This design comes from an exercise in tuning for small area, a short achievable clock period and few clock cycles per item on the open sky130 flow, not from production work.
At most, simulation tests tie the RTL to the original design; equivalence was not proved.
Function not checked in runs 1 and 2: the RTL went through the layout flow alone.
No activity file was given, so power comes from the tool's default toggle rates.

==> flow/design.v, too long to show whole: its modules and the start of the top module <==
// module cosim_add: 29 lines
// module cosim_front: 930 lines
// module cosim_queue: 38 lines
// module cosim_back: 120 lines
// module cosine_similarity_threshold: 77 lines
module cosine_similarity_threshold (
  input  logic                      clk,
  input  logic                      rst,
  input  logic                      in_valid,
  output logic                      in_ready,
  input  logic signed [ELEM_W-1:0]  in_a,
  input  logic signed [ELEM_W-1:0]  in_b,
  input  logic                      in_last,
  output logic                      out_valid,
  input  logic                      out_ready,
  output logic signed [SCORE_W-1:0] out_score,
  output logic                      out_is_match,
  output logic                      out_zero_norm,
  input  logic                      cfg_wr_en,
  input  logic signed [SCORE_W-1:0] cfg_wr_data
);
  // ...
==> flow/run.sh <==
#!/bin/bash
# synth_recipe.tcl (not shown) runs the flow's synth.tcl, then flattens the netlist and writes it again
# the make line also repeats each setting of config.mk as NAME=value (left out here)
make -C /OpenROAD-flow-scripts/flow DESIGN_CONFIG=/design/flow/config.mk WORK_HOME=/design/flow/orfs CLKGATE_MAP_FILE= SYNTH_SCRIPT=/design/flow/synth_recipe.tcl finish
==> flow/config.mk <==
export PLATFORM = sky130hd
export DESIGN_NAME = cosine_similarity_threshold
export DESIGN_NICKNAME = cosine_similarity_threshold
export VERILOG_FILES = /design/flow/design.v
export SDC_FILE = /design/flow/constraint.sdc
export NUM_CORES = 4
export LEC_CHECK = 0
export CAP_MARGIN = 20
export CORE_MARGIN = 2
export CORE_UTILIZATION = 40
export SETUP_SLACK_MARGIN = 5
export SLEW_MARGIN = 20
==> flow/constraint.sdc <==
create_clock -name core_clock -period 10.0 [get_ports {clk}]
set_input_delay 2.0000 -clock core_clock [delete_from_list [all_inputs] [get_ports {clk}]]
set_output_delay 2.0000 -clock core_clock [all_outputs]
set_load 0.01 [all_outputs]
==> flow_metrics.py, run 1 <==
metrics = {
    "run_status": {
        "status": "finished clean",
    },
    "global_route": {
        "grt_max_degree": 86,
        "grt_overflow": 0,
    },
    "finish": {
        "fin_cells": 9704,
        "multi_input_area_share_pct": 57.0,
        "sequential_cell_total": 812,
        "mostFrequentLayoutCells": "inv_1, fa_1, nand2_1",
    },
    "floorplan": {
        "core_area_um2": 167000,
    },
    "sta": {
        "rsz0062_at_grt": "true",
        "relSlewSlack_pct": 21.7,
    },
    "critical_path": {
        "end_kind": "register",
        "path_depth": 14,
        "critical_path_class": "reg2reg",
        "rrSetupSlack_ns": 5.06,
        "path_max_fanout": 49,
    },
    "yosys": {
        "synth-seq-area-share_pct": 28.7,
        "synthSimpleGateAreaFrac_pct": 15.5,
        "yosysUniqueCellTypes": 85,
        "async_flop_share_pct": 0,
        "ys.warnings.count": 4,
        "synth_most_common_cell": "inv_1",
        "syn_nets": 8640,
        "synth_flop_cell": "dfxtp_1",
        "synth_top_family_by_area": "adder cells",
        "netlist_instances": 7372,
    },
    "pwr": {
        "swShare_pct": 43.8,
        "leakage_nw": 34.2,
        "power_frac_clock_pct": 19.7,
    },
    "drt": {
        "route.antenna.remaining_nets": 0,
        "wl_met2_mm": 87.5,
    },
    "clocking": {
        "htree_levels": 3,
        "cts_buffer_depth": 3,
        "clock_sinks": 812,
    },
}
==> run 2, diff against run 1 <==
--- a/flow/config.mk
+++ b/flow/config.mk
@@ -7,6 +7,6 @@
 export LEC_CHECK = 0
 export CAP_MARGIN = 20
 export CORE_MARGIN = 2
-export CORE_UTILIZATION = 40
+export CORE_UTILIZATION = 60
 export SETUP_SLACK_MARGIN = 5
 export SLEW_MARGIN = 20
==> flow_metrics.py, run 2 <==
metrics = {
    "critical_path": {
        "reg2reg_to": "u_back.B[43]",
        "end_kind": "register",
        "rr_startpoint": "u_back.B[42]",
        "rrSetupSlack_ns": 4.96,
        "worstRegToRegCells": 17,
        "critical_path_class": "reg2reg",
        "crit_arrival_ns": 5.62,
        "cp-start-kind": "register",
        "critPathRequiredTime_ns": 10.58,
        "critPathCapture": "u_back.B[43]",
        "path_max_fanout": 17,
        "critPathLaunch": "u_back.B[42]",
    },
    "sta": {
        "finalCritPeriodShare_pct": 50.4,
        "rsz0062_at_grt": "true",
        "fmax_ghz": 0.199,
        "worst_pin_slew_ns": 1.21,
        "finalHoldViolCount": 0,
        "report.final.slew_viol_count": 0,
        "fin_crit_ns": 5.04,
        "setup_tns_ns": 0,
        "fin_skew_ns": 0.0394,
        "timing.final.ws_setup_ns": 4.96,
        "setup_violations": 0,
        "relSlewSlack_pct": 19.5,
    },
    "yosys": {
        "synth_common_cells": "inv_1, fa_1, nand2_1",
        "netlist_instances": 7372,
        "ys_top_cells_by_area": "fa_1, dfxtp_1, edfxtp_1",
        "async_flop_share_pct": 0,
        "synth-seq-area-share_pct": 28.7,
        "synth_top_area_share_pct": 20.7,
        "ys.warnings.count": 4,
        "synth_seq_cells": 812,
        "synth_most_common_cell": "inv_1",
        "syn_nets": 8640,
        "yosysUniqueCellTypes": 85,
        "synth.cell_area_um2": 67600,
        "synth_edf_count": 312,
        "syn_area_per_cell_um2": 9.17,
        "synth_flop_cell": "dfxtp_1",
        "yosys.area.top_type": "fa_1",
    },
    "floorplan": {
        "io_pins": 74,
        "core_area_um2": 112000,
        "initial_core_util_pct": 60.3,
        "die_y_um": 340,
        "die_area_um2": 115000,
        "die_w_um": 340,
        "fp-row-count": 123,
    },
    "clocking": {
        "htree_levels": 3,
        "clock_sinks": 812,
        "ctsHoldBuffers": 0,
        "cts_buffer_depth": 3,
        "cts_tree": "yes",
        "root_buffer": "clkbuf_16",
        "path_clk_slew_ns": 0.07,
        "clock_latency_ns": 0.72,
        "numCtsBuffers": 97,
    },
    "finish": {
        "stdcell_area_um2": 74800,
        "final_common_cell": "inv_1",
        "nNetsFinal": 8693,
        "mostFrequentLayoutCells": "inv_1, fa_1, nand2_1",
        "largest_reg_flops": 100,
        "top_register": "u_back.A",
        "drive_gt1_share_pct": 7.64,
        "reg.largest.list": "u_back.A (100), u_back.B (97), u_back.PR (83)",
        "area_delta_synth_final_pct": 10.6,
    },
    "drt": {
        "firstDrtPassIters": 8,
        "drtIter0Drc": 4412,
        "wl_mm": 198,
        "vias": 52200,
        "drc": 0,
        "route.antenna.remaining_nets": 0,
        "vias_per_cell": 5.79,
        "post_drt_wl_per_cell_um": 22.0,
    },
    "pwr": {
        "leakage_nw": 34.2,
        "power_frac_clock_pct": 18.8,
        "pwr-share-seq_pct": 25.0,
        "internal-power_mw": 10.8,
        "switching_power_mw": 8.59,
        "power.density_nw_per_um2": 259,
        "power_frac_comb_pct": 56.2,
        "ir_drop_mv": 0.172,
        "swShare_pct": 44.3,
        "finalPower_mw": 19.4,
    },
    "global_route": {
        "grt_first_pass_wirelength_mm": 303,
        "grt_pass1_vias": 52100,
        "grt_max_degree": 74,
        "gr-usage-all-layers_pct": 34.1,
        "antenna_found_initial": 0,
        "grt_overflow": 0,
    },
    "hold_path": {
        "worstHoldPathType": "reg2reg",
    },
    "placement": {
        "placed_area_um2": 69700,
        "io_buffer_count": 73,
        "gp_congestion": 0.994,
        "dp_hpwl_mm": 145,
        "dpl_worst_slack_ns": 3.70,
    },
    "flow_run": {
        "drv_cap": 0,
    },
    "run_status": {
        "status": "finished clean",
    },
}
## run 2: cell count changes in the layout (fill, tap and decap cells not counted), sizes merged
cell / before / now
clkdlybuf4s50: 73 / 72
bufbuf: 2 / 1
clkbuf: 131 / 138
and2: 491 / 490
clkinvlp: 6 / 8
nand2: 696 / 697
bufinv: 10 / 6
clkinv: 41 / 36
diode: 2 / 1
buf: 152 / 167
inv: 1238 / 1236
## run 2: metal layers
layer	wire [um]	GRT usage, %	vias to the layer above
li1	-	-	24100
met1	82200	46.0	25500
met2	87600	53.0	2060
met3	16700	6.72	498
met4	11300	16.5	2
met5	140	0	-
## run 2: worst min path at each step
stage	startpoint	endpoint	slack [ns]	cells past startpoint
6_report	u_front.b_s[0]	u_front.b_raw[0]	0.45	1
5_1_grt	u_front.v0	u_front.v1	0.46	1
4_1_cts	u_front.b_s[0]	u_front.b_raw[0]	0.45	1
3_5_place_dp	u_front.b_s[0]	u_front.b_raw[0]	0.44	1
3_3_place_gp	u_front.v0	u_front.v1	0.42	1
2_1_floorplan	u_front.a0[1]	u_front.a_c[2]	0.37	0
## run 2: cell type report
type                            instances  area, um^2
Multi-Input combinational cell       5033       43200
Clock buffer                          132        2750
Inverter                             1235        4660
Tap cell                             1500        1880
Clock inverter                         51         518
Sequential cell                       812       19400
Timing Repair Buffer                  246        2400
Antenna cell                            1        2.50
Fill cell                            9396       37300
## run 2: metrics by stage
stage	std cells	util [%]	hold slack, ns
3_3_place_gp	8728	62.2	0.420
4_1_cts	8933	65.6	0.450
2_1_floorplan	7372	-	0.368
3_5_place_dp	8728	62.2	0.436
6_report	9010	66.7	0.448
5_1_grt	9009	66.7	0.458
## run 2: timing repair
item                       CTS  global route
setup endpoints to repair  243           223
gates resized for setup     59           110
gates cloned                 5             7
setup buffers               17            68
pin swaps                    9            39
## run 2: power groups by stage
stage | logic (mW) | registers (mW) | clock network (mW)
after global placement | 9.92 | 4.87 | 0
after detailed placement | 10.1 | 4.88 | 0
after global routing | 12.1 | 4.89 | 3.81
final | 10.9 | 4.85 | 3.64
after CTS | 10.4 | 4.81 | 3.69
after floorplan | 7.85 | 4.52 | 0
## run 2: logic make-up (layout without fill, tap and decap cells)
| group | Yosys count | after routing | share of synthesized area, % |
|---|---|---|---|
| and+or+nand+nor | 2150 | 2155 | 15.5 |
| buffers and inverters | 1532 | 1664 | 8.57 |
| AOI/OAI and AO/OA | 1301 | 1301 | 12.2 |
| adders and majority gates | 1214 | 1214 | 30.2 |
| DFF | 812 | 812 | 28.7 |
| xor gates and xnor gates | 333 | 333 | 4.32 |
| muxes | 30 | 30 | 0.446 |
| other | 0 | 1 | 0 |
## run 2: critical path, stage by stage, from the launching register on
cell	delay, ns
edfxtp_1	0.49
inv_1	0.16
fa_1	0.43
ha_1	0.39
nand4_1	0.20
nor3_2	0.21
nand2_1	0.14
or3_4	0.45
nor4_4	0.37
o211ai_1	0.17
a31oi_2	0.42
o211ai_4	0.16
buf_12	0.16
nand2_8	0.20
buf_4	0.35
nand2_4	0.21
nor3_1	0.23
nand2b_1	0.14
==> module cosim_back, before the edit <==
module cosim_back (
  input  logic               clk,
  input  logic               rst,
  input  logic signed [15:0] thr,
  input  logic               q_full,
  output logic               q_take,
  input  logic        [41:0] q_d,
  input  logic        [40:0] q_na,
  input  logic        [40:0] q_nb,
  input  logic               q_neg,
  input  logic               q_zero,
  output logic               res_valid,
  input  logic               res_ready,
  output logic signed [15:0] res_score,
  output logic               res_is_match,
  output logic               res_zero_norm
);
  logic        busy, done, ph, neg, zero;
  logic [3:0]  k;
  logic [99:0] A;
  logic [96:0] B;
  logic [82:0] PR;
  logic [15:0] m;
  logic        free, out_load;
  assign out_load = busy && done && !res_valid;
  assign free     = !busy || out_load;
  assign q_take   = free && q_full;
  logic [44:0] sum_d, d_t0, d_t1, d_t2, d_x1, d_y1, d_x2, d_y2;
  logic [43:0] sum_p, p_t0, p_t1, p_t2, p_x1, p_y1, p_x2, p_y2;
  assign d_t0 = {3'b0, B[41:0]}       & {45{A[0]}};
  assign d_t1 = {2'b0, B[41:0], 1'b0} & {45{A[1]}};
  assign d_t2 = {1'b0, B[41:0], 2'b0} & {45{A[2]}};
  assign d_x1 = {3'b0, A[83:42]} ^ d_t0 ^ d_t1;
  assign d_y1 = ({3'b0, A[83:42]} & d_t0) | ({3'b0, A[83:42]} & d_t1) | (d_t0 & d_t1);
  assign d_x2 = d_x1 ^ {d_y1[43:0], 1'b0} ^ d_t2;
  assign d_y2 = (d_x1 & {d_y1[43:0], 1'b0}) | (d_x1 & d_t2) | ({d_y1[43:0], 1'b0} & d_t2);
  cosim_add #(45) u_dadd (.a(d_x2), .b({d_y2[43:0], 1'b0}), .ci(1'b0), .s(sum_d), .co());
  assign p_t0 = {3'b0, B[82:42]}       & {44{PR[0]}};
  assign p_t1 = {2'b0, B[82:42], 1'b0} & {44{PR[1]}};
  assign p_t2 = {1'b0, B[82:42], 2'b0} & {44{PR[2]}};
  assign p_x1 = {3'b0, PR[82:42]} ^ p_t0 ^ p_t1;
  assign p_y1 = ({3'b0, PR[82:42]} & p_t0) | ({3'b0, PR[82:42]} & p_t1) | (p_t0 & p_t1);
  assign p_x2 = p_x1 ^ {p_y1[42:0], 1'b0} ^ p_t2;
  assign p_y2 = (p_x1 & {p_y1[42:0], 1'b0}) | (p_x1 & p_t2) | ({p_y1[42:0], 1'b0} & p_t2);
  cosim_add #(44) u_padd (.a(p_x2), .b({p_y2[42:0], 1'b0}), .ci(1'b0), .s(sum_p), .co());
  logic [100:0] diff, s_r, s_w, s_p, s_x, s_y;
  logic         fit;
  logic [96:0]  w_add;
  assign s_r  = {1'b0, A};
  assign s_w  = ~{2'b0, B[96:0], 2'b0};
  assign s_p  = ~{19'b0, PR[81:0]};
  assign s_x  = s_r ^ s_w ^ s_p;
  assign s_y  = (s_r & s_w) | (s_r & s_p) | (s_w & s_p);
  cosim_add #(101) u_sadd (.a(s_x), .b({s_y[99:0], 1'b1}), .ci(1'b1), .s(diff), .co());
  assign fit  = !diff[100];
  cosim_add #(97) u_wadd (.a({B[95:0], 1'b0}), .b({15'b0, PR[81:0]}), .ci(1'b0), .s(w_add), .co());
  always_ff @(posedge clk) begin
    if (rst) begin
      busy <= 1'b0;
      done <= 1'b0;
    end else if (q_take) begin
      busy <= 1'b1;
      done <= q_zero;
    end else begin
      if (out_load) busy <= 1'b0;
      if (busy && !done && ph && (k == 4'd0 || (k == 4'd15 && fit))) done <= 1'b1;
    end
  end
  always_ff @(posedge clk) begin
    if (q_take) begin
      A    <= {58'b0, q_d};
      B    <= {14'b0, q_na, q_d};
      PR   <= {42'b0, q_nb};
      neg  <= q_neg;
      zero <= q_zero;
      m    <= '0;
      ph   <= 1'b0;
      k    <= 4'd13;
    end else if (busy && !done) begin
      if (!ph) begin
        A  <= {16'b0, sum_d, A[41:3]};
        PR <= {sum_p, PR[41:3]};
        k  <= k - 4'd1;
        if (k == 4'd0) begin
          ph <= 1'b1;
          k  <= 4'd15;
          B  <= '0;
        end
      end else begin
        A <= fit ? {diff[97:0], 2'b0} : {A[97:0], 2'b0};
        B <= fit ? w_add : {B[95:0], 1'b0};
        m <= (k == 4'd15 && fit) ? 16'h8000 : {m[14:0], fit};
        k <= k - 4'd1;
      end
    end
  end
  logic signed [15:0] score;
  always_comb begin
    if (zero)       score = '0;
    else if (neg)   score = -$signed(m);
    else if (m[15]) score = 16'sh7fff;
    else            score = $signed(m);
  end
  always_ff @(posedge clk) begin
    if (rst) begin
      res_valid <= 1'b0;
    end else if (res_valid) begin
      res_valid <= !res_ready;
    end else begin
      res_valid <= out_load;
    end
  end
  always_ff @(posedge clk) begin
    if (out_load) begin
      res_score     <= score;
      res_is_match  <= score >= thr;
      res_zero_norm <= zero;
    end
  end
endmodule
==> run 3, diff against run 2 <==
--- a/flow/design.v
+++ b/flow/design.v
@@ -1022,89 +1022,117 @@
   output logic               res_is_match,
   output logic               res_zero_norm
 );
-  logic        busy, done, ph, neg, zero;
+  logic        mbusy, mdone, mneg, mzero;
+  logic [3:0]  mk;
+  logic [83:0] DA;
+  logic [82:0] PA;
+  logic [41:0] MD;
+  logic [40:0] MP;
+  logic        sbusy, sdone, sneg, szero;
   logic [3:0]  k;
-  logic [99:0] A;
-  logic [96:0] B;
-  logic [82:0] PR;
+  logic [99:0] R;
+  logic [96:0] W;
+  logic [81:0] P;
   logic [15:0] m;
-  logic        free, out_load;
-  assign out_load = busy && done && !res_valid;
-  assign free     = !busy || out_load;
-  assign q_take   = free && q_full;
+  logic        out_load, s_free, m_xfer, m_free;
+  assign out_load = sbusy && sdone && !res_valid;
+  assign s_free   = !sbusy || out_load;
+  assign m_xfer   = mbusy && mdone && s_free;
+  assign m_free   = !mbusy || m_xfer;
+  assign q_take   = q_full && m_free;
   logic [44:0] sum_d, d_t0, d_t1, d_t2, d_x1, d_y1, d_x2, d_y2;
   logic [43:0] sum_p, p_t0, p_t1, p_t2, p_x1, p_y1, p_x2, p_y2;
-  assign d_t0 = {3'b0, B[41:0]}       & {45{A[0]}};
-  assign d_t1 = {2'b0, B[41:0], 1'b0} & {45{A[1]}};
-  assign d_t2 = {1'b0, B[41:0], 2'b0} & {45{A[2]}};
-  assign d_x1 = {3'b0, A[83:42]} ^ d_t0 ^ d_t1;
-  assign d_y1 = ({3'b0, A[83:42]} & d_t0) | ({3'b0, A[83:42]} & d_t1) | (d_t0 & d_t1);
+  assign d_t0 = {3'b0, MD}       & {45{DA[0]}};
+  assign d_t1 = {2'b0, MD, 1'b0} & {45{DA[1]}};
+  assign d_t2 = {1'b0, MD, 2'b0} & {45{DA[2]}};
+  assign d_x1 = {3'b0, DA[83:42]} ^ d_t0 ^ d_t1;
+  assign d_y1 = ({3'b0, DA[83:42]} & d_t0) | ({3'b0, DA[83:42]} & d_t1) | (d_t0 & d_t1);
   assign d_x2 = d_x1 ^ {d_y1[43:0], 1'b0} ^ d_t2;
   assign d_y2 = (d_x1 & {d_y1[43:0], 1'b0}) | (d_x1 & d_t2) | ({d_y1[43:0], 1'b0} & d_t2);
   cosim_add #(45) u_dadd (.a(d_x2), .b({d_y2[43:0], 1'b0}), .ci(1'b0), .s(sum_d), .co());
-  assign p_t0 = {3'b0, B[82:42]}       & {44{PR[0]}};
-  assign p_t1 = {2'b0, B[82:42], 1'b0} & {44{PR[1]}};
-  assign p_t2 = {1'b0, B[82:42], 2'b0} & {44{PR[2]}};
-  assign p_x1 = {3'b0, PR[82:42]} ^ p_t0 ^ p_t1;
-  assign p_y1 = ({3'b0, PR[82:42]} & p_t0) | ({3'b0, PR[82:42]} & p_t1) | (p_t0 & p_t1);
+  assign p_t0 = {3'b0, MP}       & {44{PA[0]}};
+  assign p_t1 = {2'b0, MP, 1'b0} & {44{PA[1]}};
+  assign p_t2 = {1'b0, MP, 2'b0} & {44{PA[2]}};
+  assign p_x1 = {3'b0, PA[82:42]} ^ p_t0 ^ p_t1;
+  assign p_y1 = ({3'b0, PA[82:42]} & p_t0) | ({3'b0, PA[82:42]} & p_t1) | (p_t0 & p_t1);
   assign p_x2 = p_x1 ^ {p_y1[42:0], 1'b0} ^ p_t2;
   assign p_y2 = (p_x1 & {p_y1[42:0], 1'b0}) | (p_x1 & p_t2) | ({p_y1[42:0], 1'b0} & p_t2);
   cosim_add #(44) u_padd (.a(p_x2), .b({p_y2[42:0], 1'b0}), .ci(1'b0), .s(sum_p), .co());
+  always_ff @(posedge clk) begin
+    if (rst) begin
+      mbusy <= 1'b0;
+      mdone <= 1'b0;
+    end else if (q_take) begin
+      mbusy <= 1'b1;
+      mdone <= q_zero;
+    end else begin
+      if (m_xfer) mbusy <= 1'b0;
+      if (mbusy && !mdone && mk == 4'd0) mdone <= 1'b1;
+    end
+  end
+  always_ff @(posedge clk) begin
+    if (q_take) begin
+      DA    <= {42'b0, q_d};
+      PA    <= {42'b0, q_nb};
+      MD    <= q_d;
+      MP    <= q_na;
+      mneg  <= q_neg;
+      mzero <= q_zero;
+      mk    <= 4'd13;
+    end else if (mbusy && !mdone) begin
+      DA <= {sum_d, DA[41:3]};
+      PA <= {sum_p, PA[41:3]};
+      mk <= mk - 4'd1;
+    end
+  end
   logic [100:0] diff, s_r, s_w, s_p, s_x, s_y;
   logic         fit;
   logic [96:0]  w_add;
-  assign s_r  = {1'b0, A};
-  assign s_w  = ~{2'b0, B[96:0], 2'b0};
-  assign s_p  = ~{19'b0, PR[81:0]};
+  assign s_r  = {1'b0, R};
+  assign s_w  = ~{2'b0, W, 2'b0};
+  assign s_p  = ~{19'b0, P};
   assign s_x  = s_r ^ s_w ^ s_p;
   assign s_y  = (s_r & s_w) | (s_r & s_p) | (s_w & s_p);
   cosim_add #(101) u_sadd (.a(s_x), .b({s_y[99:0], 1'b1}), .ci(1'b1), .s(diff), .co());
   assign fit  = !diff[100];
-  cosim_add #(97) u_wadd (.a({B[95:0], 1'b0}), .b({15'b0, PR[81:0]}), .ci(1'b0), .s(w_add), .co());
+  cosim_add #(97) u_wadd (.a({W[95:0], 1'b0}), .b({15'b0, P}), .ci(1'b0), .s(w_add), .co());
   always_ff @(posedge clk) begin
     if (rst) begin
-      busy <= 1'b0;
-      done <= 1'b0;
-    end else if (q_take) begin
-      busy <= 1'b1;
-      done <= q_zero;
+      sbusy <= 1'b0;
+      sdone <= 1'b0;
+    end else if (m_xfer) begin
+      sbusy <= 1'b1;
+      sdone <= mzero;
     end else begin
-      if (out_load) busy <= 1'b0;
-      if (busy && !done && ph && (k == 4'd0 || (k == 4'd15 && fit))) done <= 1'b1;
+      if (out_load) sbusy <= 1'b0;
+      if (sbusy && !sdone && (k == 4'd0 || (k == 4'd15 && fit))) sdone <= 1'b1;
     end
   end
   always_ff @(posedge clk) begin
-    if (q_take) begin
-      A    <= {58'b0, q_d};
-      B    <= {14'b0, q_na, q_d};
-      PR   <= {42'b0, q_nb};
-      neg  <= q_neg;
-      zero <= q_zero;
-      m    <= '0;
-      ph   <= 1'b0;
-      k    <= 4'd13;
-    end else if (busy && !done) begin
-      if (!ph) begin
-        A  <= {16'b0, sum_d, A[41:3]};
-        PR <= {sum_p, PR[41:3]};
-        k  <= k - 4'd1;
-        if (k == 4'd0) begin
-          ph <= 1'b1;
-          k  <= 4'd15;
-          B  <= '0;
-        end
-      end else begin
-        A <= fit ? {diff[97:0], 2'b0} : {A[97:0], 2'b0};
-        B <= fit ? w_add : {B[95:0], 1'b0};
-        m <= (k == 4'd15 && fit) ? 16'h8000 : {m[14:0], fit};
-        k <= k - 4'd1;
-      end
+    if (m_xfer) begin
+      R <= {16'b0, DA};
+      W <= '0;
+    end else begin
+      R <= fit ? {diff[97:0], 2'b0} : {R[97:0], 2'b0};
+      W <= fit ? w_add : {W[95:0], 1'b0};
+    end
+  end
+  always_ff @(posedge clk) begin
+    if (m_xfer) begin
+      P     <= PA[81:0];
+      sneg  <= mneg;
+      szero <= mzero;
+      m     <= '0;
+      k     <= 4'd15;
+    end else if (sbusy && !sdone) begin
+      m <= (k == 4'd15 && fit) ? 16'h8000 : {m[14:0], fit};
+      k <= k - 4'd1;
     end
   end
   logic signed [15:0] score;
   always_comb begin
-    if (zero)       score = '0;
-    else if (neg)   score = -$signed(m);
+    if (szero)      score = '0;
+    else if (sneg)  score = -$signed(m);
     else if (m[15]) score = 16'sh7fff;
     else            score = $signed(m);
   end
@@ -1121,7 +1149,7 @@
     if (out_load) begin
       res_score     <= score;
       res_is_match  <= score >= thr;
-      res_zero_norm <= zero;
+      res_zero_norm <= szero;
     end
   end
 endmodule
--- a/flow/config.mk
+++ b/flow/config.mk
@@ -7,6 +7,6 @@
 export LEC_CHECK = 0
 export CAP_MARGIN = 20
 export CORE_MARGIN = 2
-export CORE_UTILIZATION = 60
+export CORE_UTILIZATION = 40
 export SETUP_SLACK_MARGIN = 5
 export SLEW_MARGIN = 20
==> flow_metrics.py, run 3 <==
metrics = {
    "finish": {
        "fin_cells": 10300,
        "num-fill-cells": 17300,
        "mostFrequentLayoutCells": "inv_1, nand2_1, fa_1",
        "final_core_util_pct": 44.9,
        "largest_reg_flops": 100,
        "nNetsFinal": 9014,
        "drive_gt1_share_pct": 6.56,
        "reg.largest.list": "u_back.R (100), u_back.W (97), u_back.DA (84)",
        "final_common_cell": "inv_1",
        "top_register": "u_back.R",
        "area_delta_synth_final_pct": 11.4,
    },
    "global_route": {
        "met3_usage_pct": 2.22,
        "grt_overflow": 0,
        "grt_first_pass_wirelength_mm": 293,
        "use_met2_pct": 32.0,
        "busiest_layer": "met2",
        "grt_pass1_vias": 53500,
        "grt_max_degree": 135,
        "antenna_found_initial": 7,
        "gr-usage-all-layers_pct": 19.5,
        "use_met1_pct": 27.3,
    },
    "drt": {
        "vias": 51800,
        "wl_mm": 183,
        "drtIter0Drc": 3120,
        "vias_per_cell": 5.03,
        "route.antenna.remaining_nets": 0,
        "drc": 0,
        "post_drt_wl_per_cell_um": 17.7,
        "firstDrtPassIters": 6,
    },
    "floorplan": {
        "die_y_um": 434,
        "die_area_um2": 188000,
        "core_area_um2": 183000,
        "io_pins": 74,
        "initial_core_util_pct": 40.3,
        "fp-row-count": 157,
        "die_w_um": 434,
    },
    "critical_path": {
        "path_max_fanout": 5,
        "rr_startpoint": "u_back.DA[1]",
        "crit_arrival_ns": 5.68,
        "reg2reg_to": "u_back.DA[81]",
        "cp-start-kind": "register",
        "worstRegToRegCells": 19,
        "rrSetupSlack_ns": 4.95,
        "critical_path_class": "reg2reg",
        "critPathRequiredTime_ns": 10.63,
        "end_kind": "register",
    },
    "clocking": {
        "path_clk_slew_ns": 0.06,
        "clock_sinks": 1068,
        "cts_buffer_depth": 3,
        "htree_levels": 3,
        "clock_latency_ns": 0.77,
        "numCtsBuffers": 117,
        "root_buffer": "clkbuf_16",
        "cts_tree": "yes",
    },
    "placement": {
        "dpl.cell_count": 10000,
        "dp_hpwl_mm": 133,
        "io_buffer_count": 73,
        "gp_congestion": 0.898,
    },
    "yosys": {
        "ys.warnings.count": 4,
        "yosysUniqueCellTypes": 96,
        "synth_most_common_cell": "inv_1",
        "synth-seq-area-share_pct": 34.3,
        "async_flop_share_pct": 0,
        "synth_seq_cells": 1068,
        "synth_common_cells": "inv_1, nand2_1, fa_1",
        "synth_edf_count": 396,
        "synth.cell_area_um2": 73900,
        "ys_top_cells_by_area": "fa_1, dfxtp_1, edfxtp_1",
        "synth_flop_cell": "dfxtp_1",
        "synth_top_area_share_pct": 19.0,
        "yosys.area.top_type": "fa_1",
        "netlist_instances": 7731,
        "syn_nets": 8999,
        "syn_area_per_cell_um2": 9.56,
    },
    "hold_path": {
        "min_from": "u_back.R[85]",
        "holdPathEnd": "u_back.R[87]",
        "worstHoldPathType": "reg2reg",
        "hold_depth": 2,
    },
    "sta": {
        "setup_tns_ns": 0,
        "fmax_ghz": 0.198,
        "worst_pin_slew_ns": 1.62,
        "fin_crit_ns": 5.05,
        "finalHoldViolCount": 0,
        "relSlewSlack_pct": -7.91,
        "rsz0062_at_grt": "true",
        "setup_violations": 0,
        "report.final.slew_viol_count": 9,
        "fin_skew_ns": 0.0594,
        "finalCritPeriodShare_pct": 50.5,
    },
    "run_status": {
        "status": "complete, but fails checks",
        "violations": "max-capacitance violations, max-slew violations",
    },
    "pwr": {
        "ir_drop_mv": 0.386,
        "leakage_nw": 37.4,
        "power.density_nw_per_um2": 328,
    },
    "flow_run": {
        "drv_cap": 1,
    },
}
[run 3: cell types whose count changed in the layout (fill, tap and decap cells not counted), moves of 49 or more]
cell,previous run,this run
a21oi_1,338,387
and2_1,487,556
buf_4,146,86
dfxtp_1,493,668
edfxtp_1,312,396
nand2_1,686,930
nor2_1,416,349
o21ai_1,126,11
[run 3: cell type report]
| type | count | area [um^2] | area share, % |
|---|---|---|---|
| timing repair buffer | 185 | 1890 | 2.30 |
| tap | 2464 | 3080 | 3.74 |
| antenna | 2 | 5.00 | 0.00608 |
| sequential | 1068 | 25400 | 30.8 |
| multi-input combinational | 5142 | 43200 | 52.5 |
| clock buffer | 134 | 3070 | 3.73 |
| clock inverter | 87 | 1080 | 1.31 |
| inverter | 1232 | 4650 | 5.64 |
[run 3: worst max-delay path by stage]
stage	start	to	slack, ns	cells past startpoint
after floorplan	u_front.d_ovf	u_front.d_raw[41]	5.02	21
after global placement	u_front.v1	u_front.d_raw[41]	4.51	17
after detailed placement	u_front.v1	u_front.d_raw[41]	4.49	17
after CTS	u_front.d_ovf	u_front.d_raw[41]	4.97	19
after global routing	u_back.DA[1]	u_back.DA[81]	4.83	19
final	u_back.DA[1]	u_back.DA[81]	4.95	19
[run 3: worst max-delay path, cell delays in order, from the launching register on]
cell      delay (ns)
edfxtp_1        0.45
buf_12          0.16
buf_8           0.12
and2_4          0.15
fa_1            0.52
inv_2           0.04
fa_1            0.40
inv_2           0.10
ha_4            0.20
a211oi_2        0.24
nor2_2          0.09
o211ai_1        0.26
or3b_4          0.44
a31o_4          0.25
a21bo_4         0.24
o41a_1          0.42
a2111o_1        0.44
a21oi_2         0.16
xor2_1          0.15
o21ai_1         0.08
[run 3: where the power goes]
part	switching [mW]	internal (mW)	total (mW)
Clock	1.93	2.71	4.64
Combinational	8.86	6.80	15.7
Sequential	0.898	5.78	6.68
Total	11.7	15.3	27.0
[run 3: layer usage]
| metal | wire (um) | vias to the layer above |
|---|---|---|
| met3 | 8570 | 288 |
| met5 | 0 | - |
| met4 | 5210 | 0 |
| met1 | 84900 | 25500 |
| met2 | 84300 | 1098 |
| li1 | - | 24900 |
[run 3: repair_timing]
action,CTS,global route
endpoints found under the setup margin,183,293
setup buffers,10,33
pin swaps,18,34
endpoints found under the hold margin,0,0
resized for setup,56,65
hold buffers,0,0
cloned,5,5
[run 3: kinds of logic (layout without fill, tap and decap cells)]
| group | Yosys count | count (layout) | share of synthesized area (%) |
|---|---|---|---|
| simple gates | 2394 | 2397 | 15.9 |
| compound gates | 1152 | 1152 | 9.84 |
| mux | 25 | 25 | 0.340 |
| xor+xnor | 354 | 354 | 4.20 |
| buf+inv | 1524 | 1638 | 7.80 |
| flops | 1068 | 1068 | 34.3 |
| other cells | 0 | 2 | 0 |
| fa+ha+maj | 1214 | 1214 | 27.7 |
[run 3: through the flow]
| step | worst slack, ns | total power [mW] | hold slack, ns | instance area [um^2] |
|---|---|---|---|---|
| after floorplan | 5.02 | 18.3 | 0.368 | 73900 |
| after global placement | 4.51 | 21.3 | 0.401 | 77200 |
| after detailed placement | 4.49 | 21.7 | 0.405 | 77200 |
| after CTS | 4.97 | 26.6 | 0.408 | 81800 |
| after global routing | 4.83 | 29.4 | 0.424 | 82400 |
| final | 4.95 | 27.0 | 0.407 | 82400 |
Testbench counts of run 3, summed over its fixed seeds: cycles 35,645, vectors 1,200.
==> run 4, diff against run 3 <==
--- a/flow/config.mk
+++ b/flow/config.mk
@@ -5,8 +5,8 @@
 export SDC_FILE = /design/flow/constraint.sdc
 export NUM_CORES = 4
 export LEC_CHECK = 0
-export CAP_MARGIN = 20
+export CAP_MARGIN = 35
 export CORE_MARGIN = 2
 export CORE_UTILIZATION = 40
 export SETUP_SLACK_MARGIN = 5
-export SLEW_MARGIN = 20
+export SLEW_MARGIN = 35
==> flow_metrics.py, run 4 <==
metrics = {
    "placement": {
        "dp_hpwl_mm": 134,
        "io_buffer_count": 73,
        "gp_congestion": 0.898,
        "dpl_worst_slack_ns": 4.47,
    },
    "yosys": {
        "async_flop_share_pct": 0,
        "yosysUniqueCellTypes": 96,
        "synth_most_common_cell": "inv_1",
        "synth-seq-area-share_pct": 34.3,
        "syn_area_per_cell_um2": 9.56,
        "synth_seq_cells": 1068,
        "syn_nets": 8999,
        "synth_flop_cell": "dfxtp_1",
        "ys.warnings.count": 4,
        "netlist_instances": 7731,
        "synth.cell_area_um2": 73900,
        "synth_edf_count": 396,
        "synth_common_cells": "inv_1, nand2_1, fa_1",
        "yosys.area.top_type": "fa_1",
        "ys_top_cells_by_area": "fa_1, dfxtp_1, edfxtp_1",
        "synth_top_area_share_pct": 19.0,
    },
    "pwr": {
        "ir_drop_mv": 0.341,
        "leakage_nw": 37.3,
        "switching_power_mw": 11.7,
        "power_frac_comb_pct": 58.0,
        "pwr-share-seq_pct": 24.9,
        "internal-power_mw": 15.2,
        "power.density_nw_per_um2": 327,
        "swShare_pct": 43.4,
        "power_frac_clock_pct": 17.2,
    },
    "clocking": {
        "clock_sinks": 1068,
        "clock_latency_ns": 0.76,
        "cts_tree": "yes",
        "numCtsBuffers": 118,
        "cts_buffer_depth": 3,
        "path_clk_slew_ns": 0.07,
        "root_buffer": "clkbuf_16",
        "htree_levels": 3,
    },
    "floorplan": {
        "die_w_um": 434,
        "die_y_um": 434,
        "initial_core_util_pct": 40.3,
        "core_area_um2": 183000,
        "fp-row-count": 157,
        "io_pins": 74,
        "die_area_um2": 188000,
    },
    "drt": {
        "wl_mm": 183,
        "drtIter0Drc": 3030,
        "drc": 0,
        "vias_per_cell": 5.01,
        "firstDrtPassIters": 6,
        "route.antenna.remaining_nets": 0,
        "post_drt_wl_per_cell_um": 17.8,
        "vias": 51600,
    },
    "critical_path": {
        "critical_path_class": "reg2reg",
        "cp-start-kind": "register",
        "path_max_fanout": 11,
        "end_kind": "register",
        "critPathRequiredTime_ns": 10.62,
        "crit_arrival_ns": 5.64,
    },
    "global_route": {
        "grt_pass1_vias": 53100,
        "grt_first_pass_wirelength_mm": 293,
        "antenna_found_initial": 6,
        "grt_max_degree": 135,
        "grt_overflow": 0,
        "gr-usage-all-layers_pct": 19.6,
    },
    "finish": {
        "top_register": "u_back.R",
        "largest_reg_flops": 100,
        "nNetsFinal": 9003,
        "drive_gt1_share_pct": 6.55,
        "area_delta_synth_final_pct": 11.4,
        "reg.largest.list": "u_back.R (100), u_back.W (97), u_back.DA (84)",
        "mostFrequentLayoutCells": "inv_1, nand2_1, fa_1",
        "final_common_cell": "inv_1",
    },
    "sta": {
        "fin_skew_ns": 0.0438,
        "fmax_ghz": 0.199,
        "fin_crit_ns": 5.01,
        "setup_tns_ns": 0,
        "finalHoldViolCount": 0,
        "report.final.slew_viol_count": 0,
        "setup_violations": 0,
        "timing.final.ws_setup_ns": 4.99,
        "finalCritPeriodShare_pct": 50.1,
        "relSlewSlack_pct": 37.0,
        "worst_pin_slew_ns": 0.938,
        "rsz0062_at_grt": "true",
    },
    "hold_path": {
        "worstHoldPathType": "reg2reg",
    },
    "flow_run": {
        "drv_cap": 0,
    },
    "run_status": {
        "status": "finished clean",
    },
}
==> run 4: area by class of cell <==
class | count | area (um^2)
fillers | 17400 | 101000
diodes | 2 | 5.00
clock buffers | 135 | 3090
flip-flops and latches | 1068 | 25400
repair buffers | 172 | 1820
inverters | 1232 | 4650
well taps | 2464 | 3080
clock inverters | 85 | 1050
multi-input cells | 5143 | 43200
==> run 4: timing repair <==
| item | in CTS | in global routing |
|---|---|---|
| hold buffers | 0 | 0 |
| pin swaps | 18 | 33 |
| gates resized for setup | 56 | 54 |
| endpoints found under the setup margin | 178 | 261 |
| cloned | 5 | 6 |
| buffers inserted | 10 | 19 |
==> run 4: power groups by stage <==
stage	sequential [mW]	clock [mW]	combinational (mW)
after detailed placement	6.76	0	14.9
final	6.68	4.62	15.6
after CTS	6.67	4.73	15.2
after floorplan	6.35	0	12.0
after global placement	6.76	0	14.6
after global routing	6.80	4.89	17.7
==> run 4: cells by family (layout without fill, tap and decap cells) <==
family / Yosys count / count (layout) / share of synthesized area (%)
mux: 25 / 25 / 0.340
simple gates: 2394 / 2398 / 15.9
fa+ha+maj: 1214 / 1214 / 27.7
flops: 1068 / 1068 / 34.3
other cells: 0 / 2 / 0
compound gates: 1152 / 1152 / 9.84
buf+inv: 1524 / 1624 / 7.80
xor+xnor: 354 / 354 / 4.20
==> run 4: through the flow <==
step / total power, mW / utilization (%) / hold WS (ns) / instances / instance area [um^2]
after floorplan: 18.3 / - / 0.368 / 7731 / 73900
after global placement: 21.3 / 42.1 / 0.401 / 10000 / 77200
after detailed placement: 21.7 / 42.1 / 0.405 / 10000 / 77200
after CTS: 26.6 / 44.6 / 0.416 / 10300 / 81800
after global routing: 29.3 / 44.9 / 0.423 / 10300 / 82300
final: 26.9 / 44.9 / 0.404 / 10300 / 82300
==> run 4: critical path: stages, from the launching register on <==
cell      delay [ns]
edfxtp_1        0.48
buf_4           0.16
buf_6           0.10
buf_16          0.14
nand2_2         0.06
fa_1            0.55
inv_1           0.06
fa_1            0.56
ha_4            0.23
a21o_1          0.18
a21o_1          0.18
a21o_1          0.20
a22o_1          0.24
a31o_4          0.23
a21bo_4         0.23
o41a_1          0.43
a2111o_1        0.44
a21oi_2         0.17
xor2_1          0.15
o21ai_1         0.07
==> run 4: final timing paths <==
kind / cells after the start / to / slack, ns / from
min reg2reg: 0 / u_back.MP[15] / 0.40 / u_queue.q_na[15]
min: 0 / u_back.MP[15] / 0.40 / u_queue.q_na[15]
max reg2reg: 19 / u_back.DA[81] / 4.99 / u_back.DA[0]
max: 19 / u_back.DA[81] / 4.99 / u_back.DA[0]
==> run 4: layer usage <==
layer	up-vias	GRT usage, %	routed length, um
met2	1111	32.2	84800
li1	24900	-	-
met1	25300	27.2	85500
met4	2	5.25	4700
met5	-	0	19
met3	272	2.29	8110
==> module cosim_queue, before the edit <==
module cosim_queue (
  input  logic               clk,
  input  logic               rst,
  input  logic               acc_full,
  output logic               acc_take,
  input  logic signed [41:0] acc_dot,
  input  logic        [40:0] acc_na,
  input  logic        [40:0] acc_nb,
  output logic               full,
  input  logic               take,
  output logic        [41:0] q_d,
  output logic        [40:0] q_na,
  output logic        [40:0] q_nb,
  output logic               q_neg,
  output logic               q_zero
);
  assign acc_take = acc_full && (!full || take);
  logic [41:0] dot_neg;
  cosim_add #(42) u_neg (.a(~acc_dot), .b('0), .ci(1'b1), .s(dot_neg), .co());
  always_ff @(posedge clk) begin
    if (rst) begin
      full <= 1'b0;
    end else if (acc_take) begin
      full <= 1'b1;
    end else if (take) begin
      full <= 1'b0;
    end
  end
  always_ff @(posedge clk) begin
    if (acc_take) begin
      q_d    <= acc_dot[41] ? dot_neg : acc_dot;
      q_neg  <= acc_dot[41];
      q_zero <= (acc_na == '0) || (acc_nb == '0);
      q_na   <= acc_na;
      q_nb   <= acc_nb;
    end
  end
endmodule
==> run 5, diff against run 4 <==
--- a/flow/design.v
+++ b/flow/design.v
@@ -983,8 +983,6 @@
   output logic               q_zero
 );
   assign acc_take = acc_full && (!full || take);
-  logic [41:0] dot_neg;
-  cosim_add #(42) u_neg (.a(~acc_dot), .b('0), .ci(1'b1), .s(dot_neg), .co());
   always_ff @(posedge clk) begin
     if (rst) begin
       full <= 1'b0;
@@ -996,7 +994,7 @@
   end
   always_ff @(posedge clk) begin
     if (acc_take) begin
-      q_d    <= acc_dot[41] ? dot_neg : acc_dot;
+      q_d    <= acc_dot ^ {42{acc_dot[41]}};
       q_neg  <= acc_dot[41];
       q_zero <= (acc_na == '0) || (acc_nb == '0);
       q_na   <= acc_na;
@@ -1072,7 +1070,7 @@
   end
   always_ff @(posedge clk) begin
     if (q_take) begin
-      DA    <= {42'b0, q_d};
+      DA    <= {{q_d[40:0], 1'b1} & {42{q_neg}}, q_d};
       PA    <= {42'b0, q_nb};
       MD    <= q_d;
       MP    <= q_na;
@@ -1108,14 +1106,15 @@
       if (sbusy && !sdone && (k == 4'd0 || (k == 4'd15 && fit))) sdone <= 1'b1;
     end
   end
+  logic        take_diff;
+  logic [99:0] r_keep;
+  logic [96:0] w_keep;
+  assign take_diff = fit && !m_xfer;
+  assign r_keep    = m_xfer ? {16'b0, DA} : {R[97:0], 2'b0};
+  assign w_keep    = m_xfer ? '0 : {W[95:0], 1'b0};
   always_ff @(posedge clk) begin
-    if (m_xfer) begin
-      R <= {16'b0, DA};
-      W <= '0;
-    end else begin
-      R <= fit ? {diff[97:0], 2'b0} : {R[97:0], 2'b0};
-      W <= fit ? w_add : {W[95:0], 1'b0};
-    end
+    R <= take_diff ? {diff[97:0], 2'b0} : r_keep;
+    W <= take_diff ? w_add : w_keep;
   end
   always_ff @(posedge clk) begin
     if (m_xfer) begin
==> flow_metrics.py, run 5 <==
metrics = {
    "run_status": {
        "status": "complete, but fails checks",
        "violations": "antenna violations",
    },
    "hold_path": {
        "worstHoldPathType": "reg2reg",
    },
    "floorplan": {
        "die_y_um": 432,
        "fp-row-count": 157,
        "io_pins": 74,
        "core_area_um2": 183000,
        "initial_core_util_pct": 40.2,
        "die_area_um2": 187000,
        "die_w_um": 432,
    },
    "pwr": {
        "ir_drop_mv": 0.384,
        "leakage_nw": 36.8,
        "power.density_nw_per_um2": 319,
    },
    "drt": {
        "route.antenna.remaining_nets": 1,
        "wl_mm": 182,
        "firstDrtPassIters": 5,
        "vias": 50700,
        "vias_per_cell": 5.03,
        "drtIter0Drc": 3003,
        "post_drt_wl_per_cell_um": 18.0,
        "drc": 0,
    },
    "global_route": {
        "antenna_found_initial": 2,
        "gr-usage-all-layers_pct": 19.4,
        "grt_max_degree": 128,
        "grt_first_pass_wirelength_mm": 289,
        "grt_overflow": 0,
        "grt_pass1_vias": 52300,
    },
    "sta": {
        "hold-worst-slack_ns": 0.408,
        "fin_skew_ns": 0.0748,
        "setup_violations": 0,
        "finalHoldViolCount": 0,
        "fmax_ghz": 0.206,
        "worst_pin_slew_ns": 1.02,
        "report.final.slew_viol_count": 0,
        "relSlewSlack_pct": 32.0,
        "finalCritPeriodShare_pct": 48.5,
        "rsz0062_at_grt": "true",
        "setup_tns_ns": 0,
        "fin_crit_ns": 4.85,
    },
    "critical_path": {
        "path_max_fanout": 64,
        "rrSetupSlack_ns": 5.15,
        "reg2reg_to": "u_back.R[84]",
        "cp-start-kind": "register",
        "critPathCapture": "u_back.R[84]",
        "worstRegToRegCells": 16,
        "crit_arrival_ns": 5.44,
        "rr_startpoint": "u_back.W[6]",
        "critical_path_class": "reg2reg",
        "critPathLaunch": "u_back.W[6]",
        "end_kind": "register",
        "critPathRequiredTime_ns": 10.59,
    },
    "finish": {
        "final_common_cell": "inv_1",
        "reg.largest.list": "u_back.R (100), u_back.W (97), u_back.DA (84)",
        "largest_reg_flops": 100,
        "mostFrequentLayoutCells": "inv_1, nand2_1, fa_1",
        "top_register": "u_back.R",
        "drive_gt1_share_pct": 5.99,
        "nNetsFinal": 8853,
        "area_delta_synth_final_pct": 10.7,
    },
    "flow_run": {
        "drv_cap": 0,
    },
    "placement": {
        "dp_hpwl_mm": 129,
        "gp_congestion": 0.877,
        "io_buffer_count": 73,
    },
    "yosys": {
        "yosys.area.top_type": "fa_1",
        "synth-seq-area-share_pct": 35.0,
        "syn_nets": 8859,
        "ys.warnings.count": 4,
        "ys_top_cells_by_area": "fa_1, edfxtp_1, dfxtp_1",
        "synth.cell_area_um2": 73400,
        "synth_edf_count": 436,
        "netlist_instances": 7597,
        "yosysUniqueCellTypes": 88,
        "synth_seq_cells": 1066,
        "syn_area_per_cell_um2": 9.67,
        "synth_most_common_cell": "inv_1",
        "synth_flop_cell": "dfxtp_1",
        "synth_top_area_share_pct": 19.0,
        "synth_common_cells": "inv_1, nand2_1, fa_1",
        "async_flop_share_pct": 0,
    },
    "clocking": {
        "clock_latency_ns": 0.78,
        "root_buffer": "clkbuf_16",
        "htree_levels": 3,
        "clock_sinks": 1066,
        "path_clk_slew_ns": 0.06,
        "cts_buffer_depth": 3,
        "numCtsBuffers": 119,
        "cts_tree": "yes",
    },
}
## run 5: cell count changes in the layout (fill, tap and decap cells not counted), moves of 13 or more
cell,before,now
a21oi_1,386,304
nor2_1,348,279
nand3_1,82,147
dfxtp_1,665,621
edfxtp_1,396,436
inv_1,1223,1254
nand2b_1,50,80
nand2_1,930,906
o22ai_1,32,12
a21o_1,136,155
nor2b_1,65,46
clkbuf_1,10,28
a31oi_1,42,55
## run 5: power by group
| part | switching [mW] | internal [mW] | total [mW] |
|---|---|---|---|
| clock | 1.93 | 2.49 | 4.42 |
| sequential | 0.780 | 5.73 | 6.51 |
| combinational | 8.66 | 6.31 | 15.0 |
| total | 11.4 | 14.5 | 25.9 |
## run 5: final cells by class
type,instances,area [um^2]
multi-input cells,4984,42200
clock buffers,162,3300
fillers,17500,101000
repair buffers,161,1660
inverters,1259,4750
well taps,2385,2980
flip-flops and latches,1066,25700
diodes,6,15.0
clock inverters,65,632
## run 5: what timing repair did
item | in CTS | in global routing
setup buffers | 5 | 13
setup endpoints to repair | 221 | 163
hold buffers | 0 | 0
pin swaps | 5 | 14
cloned | 2 | 6
resized for setup | 32 | 49
## run 5: logic make-up after synthesis
| logic type | Yosys count | synth area share [%] |
|---|---|---|
| AOI/OAI and AO/OA | 1062 | 9.16 |
| adders and majority gates | 1208 | 27.7 |
| DFF | 1066 | 35.0 |
| and+or+nand+nor | 2340 | 15.7 |
| buffers and inverters | 1549 | 7.97 |
| xor gates and xnor gates | 350 | 4.17 |
| muxes | 22 | 0.303 |
## run 5: worst min path at each step
stage                                start              to  cells past startpoint
final                     u_queue.q_na[18]   u_back.MP[18]                      0
after global placement     u_queue.q_na[3]    u_back.MP[3]                      0
after global routing      u_queue.q_na[18]   u_back.MP[18]                      0
after floorplan              u_front.a0[1]  u_front.a_c[2]                      0
after detailed placement  u_queue.q_na[11]   u_back.MP[11]                      0
after CTS                 u_queue.q_na[18]   u_back.MP[18]                      0
## run 5: metal layers
metal | GRT usage [%] | part of all wire [%]
met1 | 26.7 | 46
met2 | 32.0 | 47
met3 | 2.20 | 4.0
met4 | 5.75 | 3.1
met5 | 0 | 0
## run 5: through the flow
step	area (um^2)	util, %	worst slack [ns]	std cells	power [mW]
floorplan	73500	-	5.21	7597	17.6
global placement	76600	41.9	4.19	9829	20.5
detailed placement	76600	42.0	4.33	9829	20.8
CTS	80800	44.2	5.01	10100	25.7
global route	81200	44.5	4.90	10100	28.3
finish	81300	44.5	5.15	10100	25.9
## run 5: worst max-delay path, cell delays in order, from the launching register on
cell and delay, ns:
dfxtp_1 0.40, inv_1 0.08, fa_1 0.46, ha_1 0.36, a21o_1 0.23, a21o_1 0.19
a21o_1 0.19, and3_4 0.18, o311a_1 0.46, o21a_1 0.28, o2111a_2 0.35, o21ai_4 0.26
a21oi_4 0.09, clkbuf_8 0.30, buf_16 0.26, o211a_1 0.17, a2111oi_1 0.37
Testbench counts of run 5, summed over its fixed seeds: cycles 35,645, vectors 1,200.
==> run 6, diff against run 5 <==
--- a/flow/config.mk
+++ b/flow/config.mk
@@ -8,5 +8,6 @@
 export CAP_MARGIN = 35
 export CORE_MARGIN = 2
 export CORE_UTILIZATION = 40
+export CTS_BUF_LIST = sky130_fd_sc_hd__clkbuf_8
 export SETUP_SLACK_MARGIN = 5
 export SLEW_MARGIN = 35
==> flow_metrics.py, run 6 <==
metrics = {
    "run_status": {
        "status": "finished clean",
    },
    "global_route": {
        "grt_pass1_vias": 53200,
        "grt_first_pass_wirelength_mm": 291,
        "grt_max_degree": 128,
        "grt_overflow": 0,
        "antenna_found_initial": 4,
        "gr-usage-all-layers_pct": 19.6,
    },
    "yosys": {
        "synth_top_area_share_pct": 19.0,
        "synth_most_common_cell": "inv_1",
        "synth_edf_count": 436,
        "yosys.area.top_type": "fa_1",
        "synth_flop_cell": "dfxtp_1",
        "async_flop_share_pct": 0,
        "ys_top_cells_by_area": "fa_1, edfxtp_1, dfxtp_1",
        "synth_common_cells": "inv_1, nand2_1, fa_1",
        "yosysUniqueCellTypes": 88,
        "ys.warnings.count": 4,
        "synth.cell_area_um2": 73400,
        "syn_area_per_cell_um2": 9.67,
        "synth-seq-area-share_pct": 35.0,
        "synth_seq_cells": 1066,
        "netlist_instances": 7597,
        "syn_nets": 8859,
    },
    "finish": {
        "area_delta_synth_final_pct": 10.4,
        "drive_gt1_share_pct": 6.68,
        "mostFrequentLayoutCells": "inv_1, nand2_1, fa_1",
        "final_common_cell": "inv_1",
        "stdcell_area_um2": 81000,
        "reg.largest.list": "u_back.R (100), u_back.W (97), u_back.DA (84)",
        "nNetsFinal": 8917,
        "largest_reg_flops": 100,
        "top_register": "u_back.R",
    },
    "sta": {
        "worst_pin_slew_ns": 0.950,
        "finalHoldViolCount": 0,
        "fmax_ghz": 0.208,
        "fin_crit_ns": 4.81,
        "timing.final.ws_setup_ns": 5.19,
        "setup_tns_ns": 0,
        "relSlewSlack_pct": 36.7,
        "finalCritPeriodShare_pct": 48.1,
        "report.final.slew_viol_count": 0,
        "hold-worst-slack_ns": 0.409,
        "fin_skew_ns": 0.0514,
        "rsz0062_at_grt": "true",
        "setup_violations": 0,
    },
    "clocking": {
        "numCtsBuffers": 189,
        "htree_levels": 4,
        "clock_sinks": 1066,
        "cts_buffer_depth": 3,
        "clock_latency_ns": 0.93,
        "root_buffer": "clkbuf_8",
        "cts_tree": "yes",
        "path_clk_slew_ns": 0.07,
    },
    "critical_path": {
        "critPathRequiredTime_ns": 10.65,
        "worstRegToRegCells": 19,
        "rrSetupSlack_ns": 5.19,
        "path_max_fanout": 21,
        "reg2reg_to": "u_back.DA[76]",
        "critical_path_class": "reg2reg",
        "end_kind": "register",
        "cp-start-kind": "register",
        "crit_arrival_ns": 5.46,
        "rr_startpoint": "u_back.DA[0]",
    },
    "placement": {
        "io_buffer_count": 73,
        "placed_area_um2": 76600,
        "gp_congestion": 0.877,
        "dpl_worst_slack_ns": 4.33,
        "dp_hpwl_mm": 129,
    },
    "floorplan": {
        "fp-row-count": 157,
        "io_pins": 74,
        "die_w_um": 432,
        "initial_core_util_pct": 40.2,
        "die_area_um2": 187000,
        "die_y_um": 432,
        "core_area_um2": 183000,
    },
    "drt": {
        "drc": 0,
        "vias": 51100,
        "drtIter0Drc": 3028,
        "wl_mm": 182,
        "vias_per_cell": 5.01,
        "post_drt_wl_per_cell_um": 17.8,
        "route.antenna.remaining_nets": 0,
        "firstDrtPassIters": 8,
    },
    "hold_path": {
        "holdPathEnd": "u_back.MP[7]",
        "worstHoldPathType": "reg2reg",
        "min_from": "u_queue.q_na[7]",
        "hold_depth": 0,
    },
    "flow_run": {
        "drv_cap": 0,
    },
    "pwr": {
        "power.density_nw_per_um2": 316,
        "ir_drop_mv": 0.385,
        "leakage_nw": 37.1,
    },
}
run 6: metal layers:
layer | routed length, um | track usage [%] | share of wire, %
met4 | 5340 | 6.48 | 2.9
met5 | 0 | 0 | 0
met3 | 7620 | 2.63 | 4.2
met2 | 85100 | 32.2 | 47
met1 | 83900 | 26.6 | 46
run 6: final cells by class:
cell class | count | area [um^2]
Fill cell | 17600 | 102000
Multi-Input combinational cell | 4984 | 42200
Sequential cell | 1066 | 25700
Inverter | 1259 | 4750
Tap cell | 2385 | 2980
Clock buffer | 212 | 2920
Timing Repair Buffer | 155 | 1590
Clock inverter | 141 | 882
Antenna cell | 5 | 12.5
run 6: worst max path at each step:
stage | startpoint | endpoint | slack, ns | depth (start not counted)
6_report | u_back.DA[0] | u_back.DA[76] | 5.19 | 19
5_1_grt | u_back.DA[1] | u_back.DA[80] | 4.97 | 18
4_1_cts | u_back.PA[0] | u_back.PA[81] | 5.00 | 18
3_5_place_dp | u_back.W[30] | u_back.R[84] | 4.33 | 15
3_3_place_gp | u_back.W[30] | u_back.R[71] | 4.19 | 15
2_1_floorplan | u_back.PA[0] | u_back.PA[75] | 5.21 | 18
run 6: logic make-up (layout without fill, tap and decap cells):
logic type / count (synthesis) / after routing / synth area share [%]
muxes: 22 / 22 / 0.303
other: 0 / 5 / 0
DFF: 1066 / 1066 / 35.0
AOI/OAI and AO/OA: 1062 / 1064 / 9.16
buffers and inverters: 1549 / 1767 / 7.97
adders and majority gates: 1208 / 1208 / 27.7
and+or+nand+nor: 2340 / 2340 / 15.7
xor gates and xnor gates: 350 / 350 / 4.17
run 6: power by group:
part	leakage, nW	switching [mW]	internal, mW
combinational	25.8	8.66	6.30
clock	2.23	1.97	2.15
sequential	9.12	0.780	5.73
run 6: what timing repair did:
item | 4_1_cts | 5_1_grt
setup buffers | 6 | 8
resized for setup | 33 | 49
endpoints found under the setup margin | 219 | 141
pin swaps | 5 | 12
hold buffers | 0 | 0
cloned | 2 | 4
run 6: critical path: stages, from the launching register on:
cell	delay (ns)
edfxtp_1	0.44
buf_12	0.19
and2_1	0.16
fa_1	0.54
inv_1	0.06
fa_1	0.53
inv_1	0.05
ha_1	0.30
a21oi_1	0.12
o211ai_1	0.33
nand3_2	0.17
a211oi_4	0.42
o2111ai_4	0.20
buf_4	0.19
a21oi_2	0.13
nor2_1	0.08
o21bai_2	0.19
a21oi_2	0.11
nor4b_2	0.25
nor3_1	0.07
run 6: metrics by stage:
step | cells | total power, mW | util, %
after global routing | 10200 | 28.0 | 44.4
after global placement | 9829 | 20.5 | 41.9
after floorplan | 7597 | 17.6 | -
after detailed placement | 9829 | 20.8 | 42.0
final | 10200 | 25.6 | 44.4
after CTS | 10200 | 25.4 | 44.1
==> run 7, diff against run 6 <==
--- a/flow/config.mk
+++ b/flow/config.mk
@@ -9,5 +9,6 @@
 export CORE_MARGIN = 2
 export CORE_UTILIZATION = 40
 export CTS_BUF_LIST = sky130_fd_sc_hd__clkbuf_8
+export CTS_CLUSTER_SIZE = 20
 export SETUP_SLACK_MARGIN = 5
 export SLEW_MARGIN = 35
==> flow_metrics.py, run 7 <==
metrics = {
    "run_status": {
        "status": "finished clean",
    },
    "sta": {
        "worst_pin_slew_ns": 0.950,
        "finalHoldViolCount": 0,
        "timing.final.ws_setup_ns": 5.19,
        "finalCritPeriodShare_pct": 48.1,
        "fin_crit_ns": 4.81,
        "relSlewSlack_pct": 36.7,
        "setup_violations": 0,
        "rsz0062_at_grt": "true",
        "report.final.slew_viol_count": 0,
        "fin_skew_ns": 0.0514,
        "fmax_ghz": 0.208,
        "setup_tns_ns": 0,
    },
    "finish": {
        "mostFrequentLayoutCells": "inv_1, nand2_1, fa_1",
        "reg.largest.list": "u_back.R (100), u_back.W (97), u_back.DA (84)",
        "nNetsFinal": 8917,
        "largest_reg_flops": 100,
        "num-fill-cells": 17600,
        "stdcell_area_um2": 81000,
        "area_delta_synth_final_pct": 10.4,
        "multi_input_area_um2": 42200,
        "fin_cells": 10200,
        "final_common_cell": "inv_1",
        "top_register": "u_back.R",
        "drive_gt1_share_pct": 6.68,
        "regArea_um2": 25700,
    },
    "yosys": {
        "synth.cell_area_um2": 73400,
        "ys.warnings.count": 4,
        "synth-seq-area-share_pct": 35.0,
        "synth_most_common_cell": "inv_1",
        "synth_top_area_share_pct": 19.0,
        "yosys.area.top_type": "fa_1",
        "synth_common_cells": "inv_1, nand2_1, fa_1",
        "syn_area_per_cell_um2": 9.67,
        "ys_top_cells_by_area": "fa_1, edfxtp_1, dfxtp_1",
        "syn_nets": 8859,
        "async_flop_share_pct": 0,
        "yosysUniqueCellTypes": 88,
        "synth_seq_cells": 1066,
        "synth_edf_count": 436,
        "synth_flop_cell": "dfxtp_1",
        "netlist_instances": 7597,
    },
    "drt": {
        "wl_mm": 182,
        "drc": 0,
        "post_drt_wl_per_cell_um": 17.8,
        "vias_per_cell": 5.01,
        "drtIter0Drc": 3028,
        "vias": 51100,
        "route.antenna.remaining_nets": 0,
        "firstDrtPassIters": 8,
    },
    "floorplan": {
        "die_area_um2": 187000,
        "die_w_um": 432,
        "fp-row-count": 157,
        "initial_core_util_pct": 40.2,
        "core_area_um2": 183000,
        "die_y_um": 432,
        "io_pins": 74,
    },
    "placement": {
        "dpl_worst_slack_ns": 4.33,
        "io_buffer_count": 73,
        "placed_area_um2": 76600,
        "gp_congestion": 0.877,
        "dpl.cell_count": 9829,
        "dp_hpwl_mm": 129,
    },
    "pwr": {
        "leakage_nw": 37.1,
        "ir_drop_mv": 0.385,
        "power.density_nw_per_um2": 316,
    },
    "critical_path": {
        "path_max_fanout": 21,
        "critical_path_class": "reg2reg",
        "end_kind": "register",
        "crit_arrival_ns": 5.46,
        "cp-start-kind": "register",
        "critPathRequiredTime_ns": 10.65,
    },
    "clocking": {
        "root_buffer": "clkbuf_8",
        "path_clk_slew_ns": 0.07,
        "cts_buffer_depth": 3,
        "numCtsBuffers": 189,
        "clock_sinks": 1066,
        "clock_latency_ns": 0.93,
        "ctsHoldBuffers": 0,
        "htree_levels": 4,
        "cts_tree": "yes",
    },
    "global_route": {
        "gr-usage-all-layers_pct": 19.6,
        "grt_pass1_vias": 53200,
        "antenna_found_initial": 4,
        "grt_max_degree": 128,
        "grt_first_pass_wirelength_mm": 291,
        "grt_overflow": 0,
    },
    "flow_run": {
        "drv_cap": 0,
    },
    "hold_path": {
        "worstHoldPathType": "reg2reg",
    },
}
run 7: cell counts in the layout (fill, tap and decap cells not counted):
No cell type changed its count.
run 7: logic make-up after synthesis:
group,Yosys count,synth area share (%)
simple gates,2340,15.7
buf+inv,1549,7.97
fa+ha+maj,1208,27.7
flops,1066,35.0
compound gates,1062,9.16
xor+xnor,350,4.17
mux,22,0.303
run 7: path summary, 6_finish.rpt:
| kind | cells past startpoint | end | from | slack (ns) |
|---|---|---|---|---|
| max | 19 | u_back.DA[76] | u_back.DA[0] | 5.19 |
| min | 0 | u_back.MP[7] | u_queue.q_na[7] | 0.41 |
| max reg2reg | 19 | u_back.DA[76] | u_back.DA[0] | 5.19 |
| min reg2reg | 0 | u_back.MP[7] | u_queue.q_na[7] | 0.41 |
run 7: cell type report:
cell class | count | area share [%]
multi-input cells | 4984 | 52.1
flip-flops and latches | 1066 | 31.7
inverters | 1259 | 5.86
well taps | 2385 | 3.68
clock buffers | 212 | 3.60
repair buffers | 155 | 1.96
clock inverters | 141 | 1.09
diodes | 5 | 0.0154
run 7: worst max-delay path, stage by stage, from the launching register on:
cell	delay, ns
edfxtp_1	0.44
buf_12	0.19
and2_1	0.16
fa_1	0.54
inv_1	0.06
fa_1	0.53
inv_1	0.05
ha_1	0.30
a21oi_1	0.12
o211ai_1	0.33
nand3_2	0.17
a211oi_4	0.42
o2111ai_4	0.20
buf_4	0.19
a21oi_2	0.13
nor2_1	0.08
o21bai_2	0.19
a21oi_2	0.11
nor4b_2	0.25
nor3_1	0.07
run 7: timing repair:
action,in CTS,in global routing
gates resized for setup,33,49
setup endpoints to repair,219,141
pin swaps,5,12
cloned,2,4
setup buffers,6,8
run 7: routing by layer:
layer | share of wire (%) | wire (um) | up-vias | GRT usage (%)
met4 | 2.9 | 5340 | 0 | 6.48
met3 | 4.2 | 7620 | 281 | 2.63
met5 | 0 | 0 | - | 0
met2 | 47 | 85100 | 1070 | 32.2
met1 | 46 | 83900 | 25200 | 26.6
li1 | - | - | 24600 | -
run 7: through the flow:
step | utilization [%] | hold WS, ns | power (mW)
2_1_floorplan | - | 0.368 | 17.6
3_3_place_gp | 41.9 | 0.402 | 20.5
3_5_place_dp | 42.0 | 0.405 | 20.8
4_1_cts | 44.1 | 0.410 | 25.4
5_1_grt | 44.4 | 0.422 | 28.0
6_report | 44.4 | 0.409 | 25.6
run 7: power breakdown:
| group | internal (mW) | switching, mW |
|---|---|---|
| registers | 5.73 | 0.780 |
| logic | 6.30 | 8.66 |
| clock network | 2.15 | 1.97 |
| total | 14.2 | 11.4 |

[static timing again, ports no longer ideal]
Ports are ideal in the flow. The routed layouts listed here were re-timed in OpenROAD. Step 1 assumes that a clkbuf_16 drives the clock port and a buf_2 every other input. Step 2 also shifts input and output timing later by t, the mid clock arrival at the registers, as if the neighbouring blocks saw the same clock. Three values: ideal ports, drivers, drivers and shift; two values: the first two.
run	t, ns	setup slack, ns	clock arrival spread, ns	worst slew at a driven data input, ns
run 1	0.805	5.057 / 5.057 / 5.057	0.043 / 0.044	0.07
run 2	0.782	4.964 / 4.964 / 4.964	0.040 / 0.040	0.04
run 3	0.829	4.951 / 4.951 / 4.951	0.060 / 0.059	0.07
run 4	0.829	4.985 / 4.985 / 4.985	0.044 / 0.044	0.07
run 5	0.828	5.154 / 5.116 / 5.154	0.075 / 0.075	0.04
run 6	0.984	5.186 / 5.111 / 5.186	0.052 / 0.052	0.04
run 7	0.984	5.186 / 5.111 / 5.186	0.052 / 0.052	0.04
